This design comes from an exercise in tuning for small area on the open sky130 flow, not from production work.
Only simulation tests tie the RTL to the original design; equivalence was not proved.
No activity file was given, so power comes from the tool's default toggle rates.

[design/flow/config.mk]
export PLATFORM = sky130hd
export DESIGN_NAME = rv_core_top
export DESIGN_NICKNAME = rv_core_top
export VERILOG_FILES = /design/flow/design.v
export SDC_FILE = /design/flow/constraint.sdc
export NUM_CORES = 8
export LEC_CHECK = 0
export CAP_MARGIN = 20
export CORE_MARGIN = 2
export CORE_UTILIZATION = 40
export SLEW_MARGIN = 20
[design/flow/constraint.sdc]
create_clock -name core_clock -period 10.0 [get_ports {clk}]
set_input_delay 2.0000 -clock core_clock [delete_from_list [all_inputs] [get_ports {clk}]]
set_output_delay 2.0000 -clock core_clock [all_outputs]
set_load 0.01 [all_outputs]
[design/flow/design.v]
package rv_pkg;
    localparam int XLEN = 32;
    typedef logic [XLEN-1:0] xlen_t;
    typedef logic [4:0]      reg_addr_t;
    typedef logic [6:0]      opcode_t;
    typedef logic [2:0]      funct3_t;
    typedef logic [6:0]      funct7_t;
    localparam opcode_t OPC_OP     = 7'b0110011;
    localparam opcode_t OPC_OP_IMM = 7'b0010011;
    localparam opcode_t OPC_LUI    = 7'b0110111;
    localparam funct7_t F7_BASE = 7'b0000000;
    localparam funct7_t F7_ALT  = 7'b0100000;
    typedef enum logic [3:0] {
        ALU_ADD,
        ALU_SUB,
        ALU_AND,
        ALU_OR,
        ALU_XOR,
        ALU_SLT,
        ALU_SLTU,
        ALU_SLL,
        ALU_SRL,
        ALU_SRA,
        ALU_PASS_B
    } alu_op_e;
    typedef struct packed {
        alu_op_e   alu_op;
        xlen_t     a;
        xlen_t     b;
        reg_addr_t rd;
        logic      wen;
        logic      illegal;
    } id_ex_t;
    typedef struct packed {
        reg_addr_t rd;
        logic      wen;
        logic      illegal;
        xlen_t     data;
    } ex_wb_t;
endpackage
module rv_regfile (
    input  logic              clk,
    input  logic              rst_n,
    input  rv_pkg::reg_addr_t raddr1_i,
    input  rv_pkg::reg_addr_t raddr2_i,
    output rv_pkg::xlen_t     rdata1_o,
    output rv_pkg::xlen_t     rdata2_o,
    input  logic              wen_i,
    input  rv_pkg::reg_addr_t waddr_i,
    input  rv_pkg::xlen_t     wdata_i
);
    rv_pkg::xlen_t regs [1:31];
    always_ff @(posedge clk or negedge rst_n) begin
        if (!rst_n) begin
            for (int i = 1; i < 32; i++) begin
                regs[i] <= '0;
            end
        end else if (wen_i) begin
            regs[waddr_i] <= wdata_i;
        end
    end
    assign rdata1_o = (raddr1_i == '0) ? '0 : regs[raddr1_i];
    assign rdata2_o = (raddr2_i == '0) ? '0 : regs[raddr2_i];
endmodule
module rv_decode (
    input  logic              clk,
    input  logic              rst_n,
    input  logic              inst_valid_i,
    input  rv_pkg::xlen_t     inst_i,
    output logic              inst_allowin_o,
    input  logic              ex_allowin_i,
    output logic              dec_valid_o,
    output rv_pkg::id_ex_t    dec_o,
    output rv_pkg::reg_addr_t rf_raddr1_o,
    output rv_pkg::reg_addr_t rf_raddr2_o,
    input  rv_pkg::xlen_t     rf_rdata1_i,
    input  rv_pkg::xlen_t     rf_rdata2_i,
    input  logic              ex_fwd_valid_i,
    input  rv_pkg::ex_wb_t    ex_fwd_i,
    input  logic              wb_fwd_valid_i,
    input  rv_pkg::ex_wb_t    wb_fwd_i
);
    rv_pkg::xlen_t     inst_q;
    rv_pkg::opcode_t   opcode;
    rv_pkg::funct3_t   funct3;
    rv_pkg::funct7_t   funct7;
    rv_pkg::reg_addr_t rs1;
    rv_pkg::reg_addr_t rs2;
    rv_pkg::reg_addr_t rd;
    rv_pkg::xlen_t     imm_i;
    rv_pkg::xlen_t     imm_u;
    rv_pkg::xlen_t     rs1_val;
    rv_pkg::xlen_t     rs2_val;
    rv_pkg::alu_op_e   alu_op;
    logic              is_op;
    logic              is_op_imm;
    logic              is_lui;
    logic              alt;
    logic              f7_ok;
    logic              legal;
    function automatic rv_pkg::xlen_t fwd_sel(
        input rv_pkg::reg_addr_t src,
        input rv_pkg::xlen_t     rf_data,
        input logic              ex_v,
        input rv_pkg::ex_wb_t    ex_r,
        input logic              wb_v,
        input rv_pkg::ex_wb_t    wb_r
    );
        rv_pkg::xlen_t val;
        val = rf_data;
        if (wb_v && wb_r.wen && wb_r.rd == src)
            val = wb_r.data;
        if (ex_v && ex_r.wen && ex_r.rd == src)
            val = ex_r.data;
        fwd_sel = val;
    endfunction
    assign inst_allowin_o = !dec_valid_o || ex_allowin_i;
    always_ff @(posedge clk or negedge rst_n) begin
        if (!rst_n) begin
            dec_valid_o <= 1'b0;
        end else if (inst_allowin_o) begin
            dec_valid_o <= inst_valid_i;
        end
    end
    always_ff @(posedge clk) begin
        if (inst_valid_i && inst_allowin_o)
            inst_q <= inst_i;
    end
    assign opcode    = inst_q[6:0];
    assign rd        = inst_q[11:7];
    assign funct3    = inst_q[14:12];
    assign rs1       = inst_q[19:15];
    assign rs2       = inst_q[24:20];
    assign funct7    = inst_q[31:25];
    assign imm_i     = {{20{inst_q[31]}}, inst_q[31:20]};
    assign imm_u     = {inst_q[31:12], 12'b0};
    assign is_op     = opcode == rv_pkg::OPC_OP;
    assign is_op_imm = opcode == rv_pkg::OPC_OP_IMM;
    assign is_lui    = opcode == rv_pkg::OPC_LUI;
    assign alt       = funct7 == rv_pkg::F7_ALT;
    always_comb begin
        case (funct3)
            3'b000:  alu_op = (is_op && alt) ? rv_pkg::ALU_SUB : rv_pkg::ALU_ADD;
            3'b001:  alu_op = rv_pkg::ALU_SLL;
            3'b010:  alu_op = rv_pkg::ALU_SLT;
            3'b011:  alu_op = rv_pkg::ALU_SLTU;
            3'b100:  alu_op = rv_pkg::ALU_XOR;
            3'b101:  alu_op = alt ? rv_pkg::ALU_SRA : rv_pkg::ALU_SRL;
            3'b110:  alu_op = rv_pkg::ALU_OR;
            default: alu_op = rv_pkg::ALU_AND;
        endcase
        if (is_lui)
            alu_op = rv_pkg::ALU_PASS_B;
        if (is_op)
            f7_ok = funct7 == rv_pkg::F7_BASE || (alt && (funct3 == 3'b000 || funct3 == 3'b101));
        else if (funct3 == 3'b001)
            f7_ok = funct7 == rv_pkg::F7_BASE;
        else if (funct3 == 3'b101)
            f7_ok = funct7 == rv_pkg::F7_BASE || alt;
        else
            f7_ok = 1'b1;
        legal = is_lui || ((is_op || is_op_imm) && f7_ok);
    end
    assign rf_raddr1_o = rs1;
    assign rf_raddr2_o = rs2;
    assign rs1_val = fwd_sel(rs1, rf_rdata1_i, ex_fwd_valid_i, ex_fwd_i, wb_fwd_valid_i, wb_fwd_i);
    assign rs2_val = fwd_sel(rs2, rf_rdata2_i, ex_fwd_valid_i, ex_fwd_i, wb_fwd_valid_i, wb_fwd_i);
    always_comb begin
        dec_o.alu_op  = alu_op;
        dec_o.a       = rs1_val;
        dec_o.b       = is_op ? rs2_val : (is_lui ? imm_u : imm_i);
        dec_o.rd      = rd;
        dec_o.wen     = legal && rd != '0;
        dec_o.illegal = !legal;
    end
endmodule
module rv_execute (
    input  logic           clk,
    input  logic           rst_n,
    input  logic           dec_valid_i,
    input  rv_pkg::id_ex_t dec_i,
    output logic           ex_allowin_o,
    input  logic           wb_allowin_i,
    output logic           ex_valid_o,
    output rv_pkg::ex_wb_t ex_o
);
    rv_pkg::xlen_t alu_res;
    logic [4:0]    shamt;
    assign shamt = dec_i.b[4:0];
    always_comb begin
        case (dec_i.alu_op)
            rv_pkg::ALU_ADD:    alu_res = dec_i.a + dec_i.b;
            rv_pkg::ALU_SUB:    alu_res = dec_i.a - dec_i.b;
            rv_pkg::ALU_AND:    alu_res = dec_i.a & dec_i.b;
            rv_pkg::ALU_OR:     alu_res = dec_i.a | dec_i.b;
            rv_pkg::ALU_XOR:    alu_res = dec_i.a ^ dec_i.b;
            rv_pkg::ALU_SLT:    alu_res = {31'b0, $signed(dec_i.a) < $signed(dec_i.b)};
            rv_pkg::ALU_SLTU:   alu_res = {31'b0, dec_i.a < dec_i.b};
            rv_pkg::ALU_SLL:    alu_res = dec_i.a << shamt;
            rv_pkg::ALU_SRL:    alu_res = dec_i.a >> shamt;
            rv_pkg::ALU_SRA:    alu_res = rv_pkg::xlen_t'($signed(dec_i.a) >>> shamt);
            rv_pkg::ALU_PASS_B: alu_res = dec_i.b;
            default:            alu_res = '0;
        endcase
    end
    assign ex_allowin_o = !ex_valid_o || wb_allowin_i;
    always_ff @(posedge clk or negedge rst_n) begin
        if (!rst_n) begin
            ex_valid_o <= 1'b0;
        end else if (ex_allowin_o) begin
            ex_valid_o <= dec_valid_i;
        end
    end
    always_ff @(posedge clk) begin
        if (dec_valid_i && ex_allowin_o) begin
            ex_o.rd      <= dec_i.rd;
            ex_o.wen     <= dec_i.wen;
            ex_o.illegal <= dec_i.illegal;
            ex_o.data    <= alu_res;
        end
    end
endmodule
module rv_retire (
    input  logic              clk,
    input  logic              rst_n,
    input  logic              ex_valid_i,
    input  rv_pkg::ex_wb_t    ex_i,
    output logic              wb_allowin_o,
    output logic              retire_valid_o,
    output rv_pkg::ex_wb_t    retire_o,
    input  logic              retire_ready_i,
    output logic              rf_wen_o,
    output rv_pkg::reg_addr_t rf_waddr_o,
    output rv_pkg::xlen_t     rf_wdata_o
);
    logic leaving;
    assign leaving      = retire_valid_o && retire_ready_i;
    assign wb_allowin_o = !retire_valid_o || retire_ready_i;
    always_ff @(posedge clk or negedge rst_n) begin
        if (!rst_n) begin
            retire_valid_o <= 1'b0;
        end else if (wb_allowin_o) begin
            retire_valid_o <= ex_valid_i;
        end
    end
    always_ff @(posedge clk) begin
        if (ex_valid_i && wb_allowin_o)
            retire_o <= ex_i;
    end
    assign rf_wen_o   = leaving && retire_o.wen;
    assign rf_waddr_o = retire_o.rd;
    assign rf_wdata_o = retire_o.data;
endmodule
module rv_core_top (
    input  logic           clk,
    input  logic           rst_n,
    input  logic           inst_valid_i,
    input  logic [31:0]    inst_i,
    output logic           inst_allowin_o,
    output logic           retire_valid_o,
    output logic [38:0]    retire_o,
    input  logic           retire_ready_i
);
    logic              dec_valid;
    rv_pkg::id_ex_t    dec_out;
    logic              ex_allowin;
    logic              ex_valid;
    rv_pkg::ex_wb_t    ex_out;
    logic              wb_allowin;
    rv_pkg::reg_addr_t rf_raddr1;
    rv_pkg::reg_addr_t rf_raddr2;
    rv_pkg::xlen_t     rf_rdata1;
    rv_pkg::xlen_t     rf_rdata2;
    logic              rf_wen;
    rv_pkg::reg_addr_t rf_waddr;
    rv_pkg::xlen_t     rf_wdata;
    rv_pkg::ex_wb_t    retire_s;
    assign retire_o = retire_s;
    rv_decode decode_i (
        .clk            (clk),
        .rst_n          (rst_n),
        .inst_valid_i   (inst_valid_i),
        .inst_i         (inst_i),
        .inst_allowin_o (inst_allowin_o),
        .ex_allowin_i   (ex_allowin),
        .dec_valid_o    (dec_valid),
        .dec_o          (dec_out),
        .rf_raddr1_o    (rf_raddr1),
        .rf_raddr2_o    (rf_raddr2),
        .rf_rdata1_i    (rf_rdata1),
        .rf_rdata2_i    (rf_rdata2),
        .ex_fwd_valid_i (ex_valid),
        .ex_fwd_i       (ex_out),
        .wb_fwd_valid_i (retire_valid_o),
        .wb_fwd_i       (retire_s)
    );
    rv_regfile regfile_i (
        .clk      (clk),
        .rst_n    (rst_n),
        .raddr1_i (rf_raddr1),
        .raddr2_i (rf_raddr2),
        .rdata1_o (rf_rdata1),
        .rdata2_o (rf_rdata2),
        .wen_i    (rf_wen),
        .waddr_i  (rf_waddr),
        .wdata_i  (rf_wdata)
    );
    rv_execute execute_i (
        .clk          (clk),
        .rst_n        (rst_n),
        .dec_valid_i  (dec_valid),
        .dec_i        (dec_out),
        .ex_allowin_o (ex_allowin),
        .wb_allowin_i (wb_allowin),
        .ex_valid_o   (ex_valid),
        .ex_o         (ex_out)
    );
    rv_retire retire_i (
        .clk            (clk),
        .rst_n          (rst_n),
        .ex_valid_i     (ex_valid),
        .ex_i           (ex_out),
        .wb_allowin_o   (wb_allowin),
        .retire_valid_o (retire_valid_o),
        .retire_o       (retire_s),
        .retire_ready_i (retire_ready_i),
        .rf_wen_o       (rf_wen),
        .rf_waddr_o     (rf_waddr),
        .rf_wdata_o     (rf_wdata)
    );
endmodule
[design/flow/run.sh]
#!/bin/bash
# synth_recipe.tcl (not shown) runs the flow's synth.tcl, then flattens the netlist and writes it again
# the make line also repeats each setting of config.mk as NAME=value (left out here)
make -C /OpenROAD-flow-scripts/flow DESIGN_CONFIG=/design/flow/config.mk WORK_HOME=/design/flow/orfs CLKGATE_MAP_FILE= SYNTH_SCRIPT=/design/flow/synth_recipe.tcl finish
==> summary.md <==
| Metric | Value |
|---|---|
| Crit path time final | 8713 ps |
| CTS Sinks | 1,105 |
| All-Layer GR Usage | 0.4316 |
| Final instance area | around 0.074 mm² |
| RePlAce Congestion | 1.050 |
| Detail Route Antenna Nets | 0 |
| Logic gate share of total power | 0.225 |
| Power per Cell Area | 197.6 mW/mm² |
| Status | complete, no violations |
| HPWL Detailed | 237,200 µm |
| Number of fill cells | 15,350 |
| R2R Path Start | decode_i.inst_q[20]$_DFFE_PP_ |
| Kind of critical path | flip-flop to flip-flop |
| Top_reg_cell synth | dfrtp_1 |
| TritonRoute pass-1 iters | 9 |
| Cell Int Power | between 9 and 10 mW |
| Max VDD drop | about 0.21 mV |
| Max Slew Vio Count | 0 |
| Critical Path Start | decode_i.inst_q[20]$_DFFE_PP_ |
| Die H | 407.3 µm |
| Placed inst area | 0.06902 mm² |
| Worst min path class | flip-flop to flip-flop |
| Slowest stage delay, CP | 1090 ps |
| FF+latch area | 0.02820 mm² |
| Cell chain of the critical path | buf_4, nand3b_1, nor2_4, buf_4, a22oi_1, o2111ai_1, nor3_1, o31ai_4, buf_4, ha_1, inv_1, fa_1, nor2b_1, o21ai_0, a21oi_1, o211ai_1, nand3_1, a41o_1, a221o_1, nand2b_1, a211oi_1, o31ai_1, a2111oi_0, nor2_1 |
| Yosys warns | 5 |
| Synth cell types | 97 |
| RSZ-0062 raised after global routing | no |
| Clock Skew | approximately 69 ps |
| Worst-path fanout max | 41 |
| Final Hold Fails | 0 |
| Full die area | 0.1659 mm² |
| Syn nets | 6,298 |
| Total stage count of the critical path | 24 |
| WP data required | 10,650 ps |
| Post-layout util | 0.4550 |
| Drt wl/cell | between 40 and 50 µm |
| Mapped Area | ~0.065 mm² |
| DRC viols | 0 |
| Htree depth | 4 |
| WL final | between 300,000 and 400,000 µm |
| Hold path cells | 0 |
| Crit path arrival time | 9370 ps |
| FFs w/ async S/R, synth | 0.9005 |
| Cts repair resizes | 0 |
| Antenna violations before repair | 27 |
| Fmax | 0.1148 GHz |
| Die width | 407.3 µm |
| Multi-input gate area | 0.03495 mm² |
| #FFs+latches synth | 1,105 |
| First-pass GRT wire length | ~500,000 µm |
| Post-CTS Hold Fix Bufs | 0 |
| Routed vias/inst | 7.364 |
| Sequential power share | 0.424 |
| CP delay by family, top | compound AO/OA/AOI/OAI gates |
| Row count | around 150 |
| Clock slew at reported path FFs | around 80 ps |
| Vias in the first global route | 58,200 |
| Share of cells above drive strength 1 | 0.2778 |
| R2r worst-path depth | 24 |
| Sw frac | 0.3548 |
| HP Start | execute_i.ex_o[32]$_DFFE_PP_ |
| Worst-Skew Late Latency | about 840 ps |
| CP Launch Type | flip-flop |
| Port Buffers | 76 |
| CTS tree | built |
| Static leakage | between 30 and 40 nW |
| Routed vias | slightly above 60,000 |
| Sequential cell area fraction in the yosys report | 0.4335 |
| Post-Syn Instances | about 6,200 |
| CTS Buf Count | 131 |
| Clk root buf | clkbuf_16 |
| Largest net degree at the start of global routing | 169 |
| Period utilisation layout | 0.8713 |
| DRT iter0 DRCs | 10,550 |
| Worst-margin pin slew | 1325 ps |
| Worst setup EP type | flip-flop |
| TNS Setup | 0 ps |
| Post-CTS Setup Bufs | 0 |
| Slowest-stage cell, CP | nor2_4 |
| Total congestion overflow | 0 |
| Rel. slew slack | 0.1096 |
| Max clock buf depth | 3 |
| Syn Area/Cell | 10.56 µm² |
| Final hold slack | 432.5 ps |
| Core area | between 0.15 and 0.2 mm² |
| Clk pwr share | 0.351 |
| IO Count | 77 |
| Finish-stage setup viols | 0 |
| Worst path bufs/invs | 4 |
| Final net count | 6,198 |
| Sw power | slightly above 5 mW |
| Layout area overhead | 13.44% |
| Final Power | 14.58 mW |
| Cell mode on critical path | buf_4 |
| Max Cap Violations | 0 |
| Post-synth EDFFs | 110 |
| Initial Utilization | 0.4010 |
[path summary, 6_finish.rpt]
| kind | end | slack, ps |
|---|---|---|
| hold reg to reg | retire_i.retire_o[32]$_DFFE_PP_ | 430 |
| hold / removal | retire_i.retire_o[32]$_DFFE_PP_ | 430 |
| setup reg to reg | execute_i.ex_o[0]$_DFFE_PP_ | 1290 |
| setup / recovery | execute_i.ex_o[0]$_DFFE_PP_ | 1290 |
| max in group asynchronous | regfile_i.regs[4][31]$_DFFE_PN0P_ | 6710 |
| min in group asynchronous | regfile_i.regs[20][30]$_DFFE_PN0P_ | 1230 |
[cells by family (layout without fill, tap and decap cells)]
| family | Yosys count | in the layout | share of synthesized area |
|---|---|---|---|
| simple gates | 1475 | 1475 | 0.1204 |
| compound gates | 1566 | 1566 | 0.1750 |
| mux | 1204 | 1204 | 0.2052 |
| flops | 1105 | 1105 | 0.4335 |
| fa+ha+maj | 101 | 101 | 0.01966 |
| buf+inv | 678 | 684 | 0.04185 |
| xor+xnor | 32 | 32 | 0.004308 |
| other cells | 0 | 34 | 0 |
[through the flow]
stage,instances,worst slack (ps)
2_1_floorplan,6161,4014
3_3_place_gp,8098,1905
3_5_place_dp,8099,1839
4_1_cts,8338,1703
5_1_grt,8342,1312
6_report,8376,1287
[synth_stat cells (all sizes together), types with 17 or more instances]
cell	n	area, µm²
a221oi	83	793.3
nor2	247	929.7
ha	99	1239
o22ai	29	181.4
edfxtp	110	3303
nor3	90	455.4
and3	331	2071
a2111oi	97	849.6
nor3b	19	142.6
mux2	1029	11590
o21a	47	352.8
a22oi	524	3939
nand2b	39	244.0
a222oi	30	300.3
o211ai	38	285.3
buf	146	724.4
a22o	62	543.0
nand4	118	738.2
nor4	46	300.3
a21oi	225	1145
nor2b	28	175.2
xnor2	20	175.2
mux2i	174	1742
or4	23	172.7
a31oi	20	125.1
o21bai	18	135.1
a211oi	39	297.8
nand2	306	1149
clkbuf	430	1615
nand3	113	565.5
o21ai	190	950.9
inv	100	375.4
o31ai	17	146.4
dfrtp	995	24900
nand3b	30	232.7
[layout make-up]
| type | count | share of cell area |
|---|---|---|
| sequential | 1105 | 0.3821 |
| timing repair buffer | 343 | 0.03899 |
| clock inverter | 54 | 0.01104 |
| clock buffer | 185 | 0.05100 |
| inverter | 102 | 0.005188 |
| tap | 2175 | 0.03687 |
| multi-input combinational | 4378 | 0.4736 |
| antenna | 34 | 0.001153 |
[sequential cells by signal, summed over array words and instances, names as in the netlist]
register and cells:
regfile_i.regs 992, decode_i.inst_q 32, retire_i.retire_o 39, execute_i.ex_o 39, decode_i.dec_valid_o 1, execute_i.ex_valid_o 1
retire_i.retire_valid_o 1
[routing by layer]
layer / up-vias / GRT usage / routed length (µm) / part of all wire
li1: 23400 / - / - / -
met1: 31060 / 0.5224 / 132400 / 0.36
met2: 5408 / 0.6257 / 154000 / 0.42
met3: 1793 / 0.1578 / 47340 / 0.13
met4: 20 / 0.3251 / 35480 / 0.096
met5: - / 0 / 123 / 0.00033
[power by group through the flow]
| stage | clock network [mW] | registers [mW] | logic (mW) |
|---|---|---|---|
| floorplan | 0 | 5.79 | 1.87 |
| global placement | 0 | 6.19 | 3.10 |
| detailed placement | 0 | 6.19 | 3.12 |
| CTS | 5.13 | 6.11 | 3.13 |
| global route | 5.33 | 6.20 | 3.40 |
| finish | 5.12 | 6.17 | 3.28 |
[cell usage in the layout, fill, tap and decap left out, types with 76 or more instances in the layout]
master / instances
buf_4: 257
inv_1: 94
nand2_1: 300
mux2i_1: 174
mux2_2: 1029
ha_1: 99
a21oi_1: 218
clkbuf_16: 133
a221oi_1: 76
a2111oi_0: 97
dfrtp_1: 995
nand3_1: 110
nand4_1: 118
edfxtp_1: 110
and3_1: 330
o21ai_0: 182
nor3_1: 76
a22oi_1: 523
nor2_1: 171

==> static timing again, ports no longer ideal <==
How much do the figures lean on ideal ports? The routed layout below was timed once more, with nothing changed but the port constraints.
Step 1: set_driving_cell puts a clkbuf_16 on clk and a buf_2 on each other input, an assumption about the parent block.
Step 2 also shifts input and output timing later by t, the mid clock arrival at the registers, as if the neighbouring blocks saw the same clock.
a / b / c = ideal / step 1 / step 2; a / b = the first two.
shift t [ns]: 0.901
slack for setup (ns): 1.287 / 1.287 / 1.287
hold WS [ns]: 0.433 / 0.433 / 0.433
After both steps this run still meets setup and hold. For this run, drivers alone change the setup slack by 0.000 ns; drivers and shift together by 0.000 ns.
